Source: an optimization exercise on an open RTL-to-GDS flow (aim: small area, a short achievable clock period and few clock cycles per item). Production flows keep margins and buffers that such runs may drop.
Where RTL was checked, it was by simulation tests only, not by an equivalence proof against the original.
Power figures rest on the tool's default switching activity, not on a simulated workload.

==> flow/design.v <==
module ex_muldiv_unit (
   input  logic        clk,
   input  logic        resetN,
   input  logic        startIn,
   input  logic [2:0]  func3,
   input  logic [31:0] reg1Value,
   input  logic [31:0] reg2Value,
   input  logic [4:0]  rd,
   input  logic        killIn,
   input  logic        stallIn,
   output logic        busyOut,
   output logic        doneOut,
   output logic [31:0] resultOut,
   output logic [4:0]  rdOut
);
   localparam logic [2:0] S_MUL = 3'd0, S_DIV = 3'd1, S_FIX = 3'd2, S_DPREP = 3'd3, S_MOVE = 3'd4;
   logic [2:0]  state;
   logic [2:0]  op;
   logic [32:0] M;       
   logic [33:0] B;       
   logic        sb;      
   logic [63:0] acc;     
   logic [1:0]  adj;     
   logic [4:0]  cnt;     
   logic [5:0]  bsel;    
   logic        negq, negr;
   assign resultOut = acc[31:0];
   function automatic logic [32:0] neg33(input logic [32:0] x);
      neg33[0] = x[0];
      for (int i = 1; i < 33; i++)
         neg33[i] = x[i] ^ (|(x & ((33'd1 << i) - 33'd1)));
   endfunction
   function automatic logic [4:0] tpos(input logic [31:0] x);
      logic [31:0] v;
      logic [4:0]  q [32];
      for (int i = 0; i < 32; i++) begin v[i] = x[i]; q[i] = 5'd0; end
      for (int l = 0; l < 5; l++)
         for (int g = 0; g < (16 >> l); g++) begin
            q[g] = v[2*g+1] ? (q[2*g+1] | 5'(1 << l)) : q[2*g];
            v[g] = v[2*g+1] | v[2*g];
         end
      tpos = q[0];
   endfunction
   function automatic logic [31:0] lowmask(input logic [31:0] x);
      logic [31:0] m;
      m = x;
      for (int k = 1; k < 32; k = k * 2) m = m | (m >> k);
      lowmask = m;
   endfunction
   function automatic logic [16:0] digflags(input logic [32:0] x);
      logic [34:0] w;
      w = {x[32], x, 1'b0};
      digflags = '0;
      for (int i = 1; i < 17; i++)
         digflags[i] = (w[2*i +: 3] != 3'b000) && (w[2*i +: 3] != 3'b111);
   endfunction
   function automatic logic [8:0] pairmask(input logic [32:0] x);
      logic [17:0] f;
      logic [8:0]  pf, pm;
      f = {1'b0, digflags(x)};
      f[0] = 1'b1;
      for (int p = 0; p < 9; p++) pf[p] = f[2*p] | f[2*p+1];
      pm = pf;
      for (int k = 1; k < 9; k = k * 2) pm = pm | (pm >> k);
      pairmask = pm;
   endfunction
   function automatic logic [4:0] onehotwin(input logic [32:0] x, input logic [8:0] oh);
      logic [36:0] w;
      w = {{3{x[32]}}, x, 1'b0};
      onehotwin = '0;
      for (int p = 0; p < 9; p++)
         if (oh[p]) onehotwin = onehotwin | w[4*p +: 5];
   endfunction
   function automatic logic [3:0] ohenc(input logic [8:0] oh);
      ohenc = '0;
      for (int p = 0; p < 9; p++)
         if (oh[p]) ohenc = ohenc | 4'(p);
   endfunction
   function automatic logic [4:0] pairwin(input logic [32:0] x, input logic [3:0] p);
      logic [36:0] w;
      w = {{3{x[32]}}, x, 1'b0};
      pairwin = w[{p, 2'b00} +: 5];
   endfunction
   function automatic logic [5:0] bdec(input logic [4:0] w);
      logic [2:0] lo, hi;
      lo = w[2:0];
      hi = w[4:2];
      bdec = {hi[2] & ~(hi[1] & hi[0]), (hi == 3'b011) || (hi == 3'b100), hi[1] ^ hi[0],
              lo[2] & ~(lo[1] & lo[0]), (lo == 3'b011) || (lo == 3'b100), lo[1] ^ lo[0]};
   endfunction
   logic        s1, s2, sgn1, sgn2;
   logic [32:0] a_ext, b_ext, na;
   logic [8:0]  m1, m2, o1, o2;
   logic        swap;
   logic [3:0]  pStart;
   logic [32:0] mLoad, bLoad;
   logic [31:0] aDiv, bDiv;
   logic [4:0]  posA, posB;
   logic        divLt;
   logic        early, bz, ovf;
   logic [31:0] earlyVal;
   always_comb begin
      s1 = (func3 != 3'd3) && (func3 != 3'd5) && (func3 != 3'd7);
      s2 = (func3 == 3'd0) || (func3 == 3'd1) || (func3 == 3'd4) || (func3 == 3'd6);
      sgn1 = s1 & reg1Value[31];
      sgn2 = s2 & reg2Value[31];
      a_ext = {sgn1, reg1Value};
      b_ext = {sgn2, reg2Value};
      na = neg33(a_ext);
      m1 = pairmask(a_ext);
      o1 = m1 & ~(m1 >> 1);
      m2 = pairmask(b_ext);
      o2 = m2 & ~(m2 >> 1);
      swap = |(m2 & ~m1);
      pStart = swap ? ohenc(o1) : ohenc(o2);
      aDiv  = sgn1 ? {~reg1Value[30:0], 1'b1} : reg1Value;
      bDiv  = sgn2 ? ~reg2Value : reg2Value;
      divLt = |(lowmask(bDiv) & ~lowmask(aDiv));
      posA  = tpos(aDiv);
      posB  = tpos(bDiv);
      if (func3[2]) begin
         mLoad = sgn1 ? na : a_ext;
         bLoad = b_ext;
      end else begin
         mLoad = swap ? b_ext : a_ext;
         bLoad = swap ? a_ext : b_ext;
      end
      bz    = reg2Value == '0;
      ovf   = !func3[0] && reg2Value == '1 && reg1Value == 32'h8000_0000;
      early = func3[2] && (bz || ovf || divLt);
      earlyVal[30:0] = func3[2] ? (func3[1] ? reg1Value[30:0] : {31{bz}}) : 31'd0;
      earlyVal[31]   = func3[2] && (func3[1] ? (reg1Value[31] && !ovf) : (bz || ovf));
   end
   logic        nLo, tLo, oLo, nHi, tHi, oHi;
   logic [34:0] ppLo, ppHi;
   logic [38:0] lowSum;
   logic [26:0] up, upInc, upDec, upNext;
   logic [63:0] mulNext;
   logic [33:0] diff;
   logic        ge;
   logic [31:0] remNext, quoNext;
   logic [32:0] negOut;
   always_comb begin
      {nHi, tHi, oHi, nLo, tLo, oLo} = bsel;
      ppLo    = (({35{tLo}} & {M[32], M, 1'b0}) | ({35{oLo}} & {{2{M[32]}}, M})) ^ {35{nLo}};
      ppHi    = (({35{tHi}} & {M[32], M, 1'b0}) | ({35{oHi}} & {{2{M[32]}}, M})) ^ {35{nHi}};
      lowSum  = {2'b00, acc[32:0], 1'b0, nHi, 1'b0, nLo}
              + {{2{ppHi[34]}}, ppHi, 2'b00} + {{4{ppLo[34]}}, ppLo};
      up      = acc[63:37];
      for (int i = 0; i < 27; i++) begin
         upInc[i] = up[i] ^ (&(up | ~((27'd1 << i) - 27'd1)));
         upDec[i] = up[i] ^ ~(|(up & ((27'd1 << i) - 27'd1)));
      end
      upNext  = (adj == 2'b01) ? upInc : (adj == 2'b11) ? upDec : up;
      mulNext = {upNext[22:0], acc[36:33], lowSum[36:0]};
      diff    = {2'b00, M[31:0]} + B + {33'd0, ~sb};
      ge      = !diff[33];
      remNext = ge ? diff[31:0] : M[31:0];
      quoNext = {acc[30:0], ge};
      negOut  = neg33({1'b0, acc[31:0]});
   end
   always_ff @(posedge clk) begin
      if (!resetN) begin
         busyOut <= 1'b0;
         doneOut <= 1'b0;
      end else if (killIn) begin
         busyOut <= 1'b0;
         doneOut <= 1'b0;
      end else if (!busyOut && !doneOut) begin
         if (startIn) begin
            op    <= func3;
            rdOut <= rd;
            M     <= mLoad;
            B     <= {bLoad[32], bLoad};
            sb    <= sgn2;
            acc   <= {32'd0, earlyVal};
            adj   <= 2'b00;
            negq  <= sgn1 ^ sgn2;
            negr  <= sgn1;
            cnt   <= func3[2] ? posA : {1'b0, pStart};
            bsel  <= func3[2] ? {1'b0, posB} :
                     swap ? bdec(onehotwin(a_ext, o1)) : bdec(onehotwin(b_ext, o2));
            if (early) begin
               doneOut <= 1'b1;
            end else begin
               busyOut <= 1'b1;
               state   <= func3[2] ? S_DPREP : S_MUL;
            end
         end
      end else if (doneOut) begin
         if (!stallIn) doneOut <= 1'b0;
      end else begin
         case (state)
            S_MUL: begin
               acc  <= mulNext;
               adj  <= lowSum[38:37];
               cnt  <= cnt - 5'd1;
               bsel <= bdec(pairwin(B, cnt[3:0] - 4'd1));
               if (cnt == 5'd0) begin
                  if (op[1:0] != 2'd0) acc[31:0] <= mulNext[63:32];
                  if (op[1:0] == 2'd0 || lowSum[38:37] == 2'b00) begin
                     busyOut <= 1'b0;
                     doneOut <= 1'b1;
                  end else begin
                     state <= S_MOVE;
                  end
               end
            end
            S_DIV: begin
               M[31:0]   <= remNext;
               acc[31:0] <= quoNext;
               B         <= {B[33], B[33:1]};
               cnt       <= cnt - 5'd1;
               if (cnt == 5'd0) begin
                  if (op[1]) acc[31:0] <= remNext;
                  if (op[1] ? negr : negq) begin
                     state <= S_FIX;
                  end else begin
                     busyOut <= 1'b0;
                     doneOut <= 1'b1;
                  end
               end
            end
            S_DPREP: begin
               B     <= (B << (cnt - bsel[4:0])) ^ {34{~sb}};
               cnt   <= cnt - bsel[4:0];
               state <= S_DIV;
            end
            S_MOVE: begin
               busyOut   <= 1'b0;
               doneOut   <= 1'b1;
               acc[31:0] <= {upNext, acc[36:32]};
            end
            default: begin  
               busyOut   <= 1'b0;
               doneOut   <= 1'b1;
               acc[31:0] <= negOut[31:0];
            end
         endcase
      end
   end
endmodule
clock: 6.0 ns
lec_check: 0
abc_area: 1
cap_margin: 0
core_margin: 2
core_utilization: 40
gpl_timing_driven: 1
place_density: 0.6
setup_slack_margin: 1.8
slew_margin: 0
standard.sh (not shown) runs the stock make flow with config.mk's settings and CLKGATE_MAP_FILE= SYNTH_SCRIPT=/design/flow/synth_recipe.tcl, a recipe that flattens the netlist after the stock synthesis.
==> flow/flow/run.sh <==
#!/bin/bash
# The standard layout, with buf_2 cells as the port buffers in place of the
# default pick. Make's full output goes to flow_make.log here; each ORFS step
# keeps its own log under orfs/logs.
set -euo pipefail
bash standard.sh 'BUFFER_PORTS_ARGS=-buffer_cell sky130_fd_sc_hd__buf_2' finish > flow_make.log 2>&1
Next try:
--- a/flow/design.v
+++ b/flow/design.v
@@ -195,12 +195,11 @@
                acc  <= mulNext;
                adj  <= lowSum[38:37];
                cnt  <= cnt - 5'd1;
                bsel <= bdec(pairwin(B, cnt[3:0] - 4'd1));
                if (cnt == 5'd0) begin
-                  if (op[1:0] != 2'd0) acc[31:0] <= mulNext[63:32];
-                  if (op[1:0] == 2'd0 || lowSum[38:37] == 2'b00) begin
+                  if (op[1:0] == 2'd0) begin
                      busyOut <= 1'b0;
                      doneOut <= 1'b1;
                   end else begin
                      state <= S_MOVE;
                   end
What happened: Combinational power falls by about a fifth; wire length falls by about a fifth; power falls by roughly a tenth; sequential power is about the same; clock power barely changes; cell count falls by a little under a tenth; die area falls by a few percent; worst hold slack gets worse by 0.036 ns; core utilization falls by 0.65 points; clock-buffer cell count rises by 1; area after synthesis falls by a few percent; non-clock buffer count falls by 24.
Testbench counts after the change, summed over its fixed seeds: cycles 21,081, items 3,200.
Only the layout flow was run in the first run of this note; the RTL was not checked for function there.

what the ideal ports hide:
How much do the figures lean on ideal ports? The routed layouts below were timed once more, with nothing changed but the port constraints. Step 1: set_driving_cell puts a clkbuf_16 on clk and a buf_2 on each other input, an assumption about the parent block. Step 2 also shifts input and output timing later by t, the mid clock arrival at the registers, as if the neighbouring blocks saw the same clock. Three values: no drivers, after step 1, after step 2; two values: the first two.
run	t (ns)	setup WS [ns]	hold WS [ns]	clock arrival spread, ns
the first run	0.561	1.832 / 1.832 / 1.374	0.553 / 0.553 / 0.553	0.023 / 0.023
the second run	0.557	1.765 / 1.803 / 1.246	0.517 / 0.517 / 0.517	0.016 / 0.016
After both steps every run listed still meets setup and hold. For the second run, which loses most, drivers alone change the setup slack by +0.038 ns; drivers and shift together by -0.519 ns.
